From an optimization exercise on the open Yosys and OpenROAD flow, aimed at small area; shortcuts taken in it are not production practice.
Function not checked in this run: the RTL went through the layout flow alone.
Power figures rest on the tool's default switching activity, not on a simulated workload.

<file path="run.sh">
#!/bin/bash
# synth_recipe.tcl (not shown) runs the flow's synth.tcl, then flattens the netlist and writes it again
# the make line also repeats each setting of config.mk as NAME=value (left out here)
make -C /OpenROAD-flow-scripts/flow DESIGN_CONFIG=/design/flow/config.mk WORK_HOME=/design/flow/orfs CLKGATE_MAP_FILE= SYNTH_SCRIPT=/design/flow/synth_recipe.tcl finish
</file>
<file path="config.mk">
export PLATFORM = sky130hd
export DESIGN_NAME = regfile_bypass_sb
export DESIGN_NICKNAME = regfile_bypass_sb
export VERILOG_FILES = /design/flow/design.v
export SDC_FILE = /design/flow/constraint.sdc
export NUM_CORES = 4
export LEC_CHECK = 0
export CAP_MARGIN = 20
export CORE_MARGIN = 2
export CORE_UTILIZATION = 40
export SETUP_SLACK_MARGIN = 0
export SLEW_MARGIN = 20
export SYNTH_HIERARCHICAL = 1
</file>
<file path="constraint.sdc">
create_clock -name core_clock -period 5.0 [get_ports {clk}]
set_input_delay 1.0000 -clock core_clock [delete_from_list [all_inputs] [get_ports {clk}]]
set_output_delay 1.0000 -clock core_clock [all_outputs]
set_load 0.01 [all_outputs]
</file>
<file path="design.v">
package regfile_pkg;
  localparam int DATA_W_DEF   = 32;
  localparam int NUM_REGS_DEF = 32;
  localparam int REG_ZERO = 0;
  localparam int REG_RA   = 31;
  function automatic logic is_zero_reg(
    input int   zero_en,
    input logic [31:0] addr
  );
    is_zero_reg = (zero_en != 0) && (addr == 32'(REG_ZERO));
  endfunction
endpackage
module regfile_scoreboard
#(
  parameter int NUM_REGS = regfile_pkg::NUM_REGS_DEF,
  localparam int ADDR_W  = $clog2(NUM_REGS)
) (
  input  logic              clk,
  input  logic              reset,
  input  logic              set_en_i,
  input  logic [ADDR_W-1:0] set_addr_i,
  input  logic              clr_en_i,
  input  logic [ADDR_W-1:0] clr_addr_i,
  input  logic              flush_i,
  input  logic [ADDR_W-1:0] lk_addr_a_i,
  input  logic [ADDR_W-1:0] lk_addr_b_i,
  output logic              busy_a_o,
  output logic              busy_b_o
);
  logic [NUM_REGS-1:1] pend_q;
  for (genvar i = 1; i < NUM_REGS; i++) begin : g_pend
    always_ff @(posedge clk or posedge reset) begin
      if (reset) begin
        pend_q[i] <= 1'b0;
      end else if (flush_i) begin
        pend_q[i] <= 1'b0;
      end else if (set_en_i && set_addr_i == ADDR_W'(i)) begin
        pend_q[i] <= 1'b1;
      end else if (clr_en_i && clr_addr_i == ADDR_W'(i)) begin
        pend_q[i] <= 1'b0;
      end
    end
  end
  assign busy_a_o = (lk_addr_a_i != '0) && pend_q[lk_addr_a_i];
  assign busy_b_o = (lk_addr_b_i != '0) && pend_q[lk_addr_b_i];
endmodule
module regfile_wrow #(
  parameter int DATA_W = 32
) (
  input  logic              we,
  input  logic              we_n,
  input  logic [DATA_W-1:0] wd,
  input  logic [DATA_W-1:0] q,
  output logic [DATA_W-1:0] d
);
  assign d = (wd & {DATA_W{we}}) | (q & {DATA_W{we_n}});
endmodule
module regfile_ao3 (
  input  logic [2:0] sel,
  input  logic [2:0] din,
  output logic       y_n
);
  assign y_n = !(|(sel & din));
endmodule
module regfile_rmux #(
  parameter int DATA_W = 32,
  parameter int N      = 31,
  localparam int G     = N / 3,
  localparam int R     = N - 3 * G
) (
  input  logic [N-1:0]             sel,
  input  logic [N-1:0][DATA_W-1:0] din,
  output logic [DATA_W-1:0]        dout
);
  for (genvar b = 0; b < DATA_W; b++) begin : g_bit
    logic [N-1:0] din_b;
    logic [G:0]   grp_n;
    for (genvar i = 0; i < N; i++) begin : g_in
      assign din_b[i] = din[i][b];
    end
    for (genvar g = 0; g < G; g++) begin : g_grp
      regfile_ao3 u_ao3 (
        .sel (sel[3*g +: 3]),
        .din (din_b[3*g +: 3]),
        .y_n (grp_n[g])
      );
    end
    if (R > 0) begin : g_rem
      assign grp_n[G] = !(|(sel[N-1:3*G] & din_b[N-1:3*G]));
    end else begin : g_norem
      assign grp_n[G] = 1'b1;
    end
    assign dout[b] = !(&grp_n);
  end
endmodule
module regfile_bypass_sb
#(
  parameter int DATA_W   = regfile_pkg::DATA_W_DEF,
  parameter int NUM_REGS = regfile_pkg::NUM_REGS_DEF,
  parameter int ZERO_REG = 1,
  parameter int BYPASS   = 1,
  localparam int ADDR_W  = $clog2(NUM_REGS)
) (
  input  logic              clk,
  input  logic              reset,
  input  logic [ADDR_W-1:0] rd_addr_a,
  input  logic [ADDR_W-1:0] rd_addr_b,
  output logic [DATA_W-1:0] rd_data_a,
  output logic [DATA_W-1:0] rd_data_b,
  output logic              rd_busy_a,
  output logic              rd_busy_b,
  input  logic              wr_en,
  input  logic [ADDR_W-1:0] wr_addr,
  input  logic [DATA_W-1:0] wr_data,
  input  logic              iss_en,
  input  logic [ADDR_W-1:0] iss_addr,
  input  logic              flush
);
  logic [NUM_REGS-2:0][DATA_W-1:0] regs_q;
  logic [NUM_REGS-2:0][DATA_W-1:0] regs_d;
  logic [NUM_REGS-2:0]             vld_q;
  logic [NUM_REGS-2:0]             vld_d;
  logic [NUM_REGS-2:0]             we;
  logic [NUM_REGS-2:0]             sel_a;
  logic [NUM_REGS-2:0]             sel_b;
  for (genvar i = 0; i < NUM_REGS - 1; i++) begin : g_reg
    assign we[i] = wr_en && (wr_addr == ADDR_W'(i + 1));
    regfile_wrow #(.DATA_W(DATA_W)) u_wrow (
      .we   (we[i]),
      .we_n (!we[i]),
      .wd   (wr_data),
      .q    (regs_q[i]),
      .d    (regs_d[i])
    );
    always_ff @(posedge clk) begin
      regs_q[i] <= regs_d[i];
    end
    assign vld_d[i] = vld_q[i] || we[i];
    always_ff @(posedge clk or posedge reset) begin
      if (reset) begin
        vld_q[i] <= 1'b0;
      end else begin
        vld_q[i] <= vld_d[i];
      end
    end
    assign sel_a[i] = vld_d[i] && (rd_addr_a == ADDR_W'(i + 1));
    assign sel_b[i] = vld_d[i] && (rd_addr_b == ADDR_W'(i + 1));
  end
  regfile_rmux #(.DATA_W(DATA_W), .N(NUM_REGS - 1)) u_rmux_a (
    .sel (sel_a), .din (regs_d), .dout (rd_data_a)
  );
  regfile_rmux #(.DATA_W(DATA_W), .N(NUM_REGS - 1)) u_rmux_b (
    .sel (sel_b), .din (regs_d), .dout (rd_data_b)
  );
  logic sb_busy_a;
  logic sb_busy_b;
  regfile_scoreboard #(
    .NUM_REGS (NUM_REGS)
  ) u_sb (
    .clk         (clk),
    .reset       (reset),
    .set_en_i    (iss_en),
    .set_addr_i  (iss_addr),
    .clr_en_i    (wr_en),
    .clr_addr_i  (wr_addr),
    .flush_i     (flush),
    .lk_addr_a_i (rd_addr_a),
    .lk_addr_b_i (rd_addr_b),
    .busy_a_o    (sb_busy_a),
    .busy_b_o    (sb_busy_b)
  );
  assign rd_busy_a = sb_busy_a && !(wr_en && wr_addr == rd_addr_a);
  assign rd_busy_b = sb_busy_b && !(wr_en && wr_addr == rd_addr_b);
endmodule
</file>
==> run summary <==
[routing by layer]
metal	part of all wire (%)	track usage [%]
met1	40	46.0
met4	5.3	15.4
met5	0	0
met2	42	48.5
met3	13	7.59
[cell usage in the layout, fill, tap and decap left out, types with 15 or more instances in the layout]
cell,n
a2111o_1,64
bufinv_16,16
buf_2,30
clkbuf_16,116
inv_1,68
buf_12,205
dfxtp_1,992
nand4_1,129
a22o_2,62
a22o_1,925
clkbuf_1,21
a21oi_1,51
clkbuf_8,26
nor2_1,17
o21ai_0,35
buf_4,589
dfrtp_1,62
nor3_2,39
clkdlybuf4s50_1,43
a222oi_1,640
clkinv_2,20
nand2b_1,15
nand2_1,114
dlygate4sd2_1,22
[Yosys cell counts, types with 3 or more instances]
master    number
a22o_1       930
a22o_2        62
mux4_2        11
buf_6        197
dfrtp_1       62
nor2b_1        9
nor3_1        52
dfxtp_1      992
buf_4          4
and4bb_2       3
nand4_1      129
a21oi_1       59
a31oi_1        6
a222oi_1     640
xor2_1        11
a2111o_1      64
nor2_1        18
nor4_1        15
nand2b_1      18
nand2_1      137
and4b_1        3
nand3b_1       7
mux2i_1        7
clkbuf_1      15
inv_1         71
or2_2          7
o21ai_0       35
mux2_2         3
buf_2         10
nand3_1        8
[Yosys stat by module (local to each module, per instance), a selection]
module	cells inside	flops+latches
regfile_ao3	1	0
regfile_bypass_sb	1298	1023
[layout make-up]
| class | instances | area (µm²) |
|---|---|---|
| Multi-Input combinational cell | 2267 | 20100 |
| Sequential cell | 1054 | 21400 |
| Clock inverter | 47 | 722 |
| Tap cell | 1403 | 1760 |
| Inverter | 71 | 274 |
| Clock buffer | 162 | 3310 |
| Fill cell | 9148 | 49600 |
| Timing Repair Buffer | 942 | 10100 |
[kinds of logic (layout without fill, tap and decap cells)]
kind of cell / after synthesis / after routing / synth area share (%)
AOI/OAI and AO/OA: 1810 / 1810 / 38.1
DFF: 1054 / 1054 / 49.4
and+or+nand+nor: 418 / 418 / 5.13
buffers and inverters: 300 / 1222 / 6.09
muxes: 24 / 24 / 0.990
xor gates and xnor gates: 13 / 13 / 0.263
adders and majority gates: 2 / 2 / 0.0577
[state kept, by name, summed over array words and instances, names as in the netlist]
| register | count |
|---|---|
| vld_q | 31 |
| u_sb.pend_q | 31 |
| regs_q | 992 |
[worst min-delay path by stage]
stage                     start          end  slack [ns]  cells after the start
finish              regs_q[895]  regs_q[895]        0.48                      1
global route        regs_q[224]  regs_q[224]        0.49                      1
CTS                 regs_q[768]  regs_q[768]        0.48                      1
detailed placement  regs_q[384]  regs_q[384]        0.46                      1
global placement      vld_q[25]    vld_q[25]        0.45                      2
floorplan             vld_q[12]    vld_q[12]        0.42                      2
[power breakdown]
part | internal (mW) | switching [mW]
Combinational | 1.82 | 2.37
Sequential | 10.0 | 0.447
Clock | 5.43 | 3.66
Total | 17.3 | 6.47
[worst max-delay path, cell delays in order]
cell and delay (ns):
buf_8 0.10, buf_6 0.12, nor4b_4 0.36, buf_4 0.20
nand3_4 0.09, buf_12 0.16, buf_16 0.14, a22o_1 0.23
a222oi_1 0.64, nand4_1 0.27, a2111o_1 0.55, buf_2 0.19
[metrics by stage]
stage	hold slack (ns)	worst slack [ns]	TNS, ns	instance area, µm²	utilization, %
2_1_floorplan	0.425	0.0132	0	43400	-
3_3_place_gp	0.453	-0.715	-40.59	52500	48.9
3_5_place_dp	0.460	-0.753	-42.75	52600	49.0
4_1_cts	0.477	-0.0346	-0.107	57700	53.7
5_1_grt	0.489	-0.0278	-0.120	57700	53.8
6_report	0.479	-0.0623	-0.267	57700	53.8
[what timing repair did]
action / in CTS / in global routing
gates resized for setup: 258 / 32
pin swaps: 212 / 59
cloned: 13 / 1
setup endpoints to repair: 66 / 60
buffers inserted: 59 / 2
==> out/results.tsv <==
stage	metric	value	unit
placed_design	place_hpwl	125	mm
timing	post-route-period-util	101	%
worst_setup_path	crit_type	in -> out	
yosys	synth.avg_cell_area	12.0	µm²
global_route	grt_first_pass_wirelength	280	mm
global_route	grt_start_max_net_pins	33	
worst_setup_path	crit_required	4.00	ns
flow_run	maxCapViolCount	0	
timing	drv_slew	0	
route	drc_errors	0	
yosys	synth_top_cell_by_area	dfxtp_1	
power_and_ir_drop	total_power	23.7	mW
worst_setup_path	worstRegToRegCells	3	
timing	max_slew.worst_pin.slew	0.861	ns
floorplanning	fp.dieH	333	µm
yosys	synth_cell_types	57	
worst_setup_path	start_kind	primary input	
worst_setup_path	crit_arrival	4.06	ns
cells_and_area	stdcell_count	5946	
yosys	synth_edf_count	0	
clocking	max-clock-path-buffers	3	
worst_setup_path	worst_setup_path_end_kind	primary output	
clocking	cts_tree	done	
yosys	yosysWarnings	8	
yosys	ys_ff_latch	1054	
clocking	htree_levels	3	
route	routed_wl	194	mm
cells_and_area	syn_to_final_growth	33.1	%
yosys	synth_flop_cell	dfxtp_1	
timing	slew_headroom	42.4	%
clocking	cts-root-buf	clkbuf_16	
worst_setup_path	r2r-end	vld_q[4]	
route	drtPass1Iterations	11	
clocking	ctsHoldBuffers	0	
hold_path	hold_path_class	reg -> reg	
timing	fmax	198	MHz
timing	fin_crit	5.06	ns
floorplanning	row_count	120	
worst_setup_path	crit_end	rd_data_b[6]	
worst_setup_path	r2r_slack	3.84	ns
floorplanning	initial_core_util	40.4	%
route	drtIter0Drc	10567	
global_route	antenna_found_initial	1	
placed_design	io_buffers	122	
global_route	grtUsageTotal	33.1	%
global_route	grt_pass1_vias	40631	
placed_design	gp_congestion	0.986	
yosys	yosysTopAreaCellShare	45.8	%
placed_design	placed_cells	5666	
clocking	clock_latency	0.70	ns
timing	finalHoldViolations	0	
worst_setup_path	critPathLaunch	wr_addr[4]	
route	vias	43184	
timing	setup_violations	11	
yosys	synth-async-reset-ratio	5.88	%
power_and_ir_drop	p_leak	24.8	nW
yosys	netlist_top_cells_area	dfxtp_1, a22o_1, a222oi_1	
timing	setup_ws	-0.0623	ns
power_and_ir_drop	ir_drop	0.271	mV
cells_and_area	diodes	0	
clocking	cts_buffers	111	
cells_and_area	drive_above_1_share	27.8	%
cells_and_area	nNetsFinal	4506	
run_status	status	complete, but fails checks	
route	via_per_inst	7.26	
timing	finClkSkew	0	ns
route	postRouteAntennaNets	0	
yosys	netlist_area	43400	µm²
floorplanning	fp.dieArea	111000	µm²
power_and_ir_drop	powerDensity	411	nW/µm²
floorplanning	pin_count	123	
clocking	clk_pin_slew	0.06	ns
clocking	clock-sinks	1054	
yosys	postSynthCellCount	3621	
yosys	syn_nets	3680	
route	wl_per_cell	32.6	µm
floorplanning	die_w	333	µm
worst_setup_path	path_max_fanout	6	
yosys	ys_seq_area_share	49.4	%
run_status	failed_checks	setup timing	
floorplanning	core-area	107000	µm²
worst_setup_path	r2r_start	vld_q[4]	
global_route	grt_overflow	0	

what the ideal ports hide:
How much do the figures lean on ideal ports? The routed layout below was timed once more, with nothing changed but the port constraints. Step 1: set_driving_cell puts a clkbuf_16 on clk and a buf_2 on each other input, an assumption about the parent block. Step 2, shift: input delay + t, output delay - t, t = (earliest + latest rising clock arrival at the registers) / 2. This alone moves slack from input paths to output paths. Slacks: no drivers / after step 1 / after step 2; pairs: no drivers / after step 1.
t, ns: 0.774
setup WS [ns]: -0.062 / -0.102 / -0.102
worst setup path at the end: input to output
worst data-port slew with drivers (ns): 0.08
The setup slack of this run moves by -0.040 ns with the drivers and by -0.040 ns with both steps.
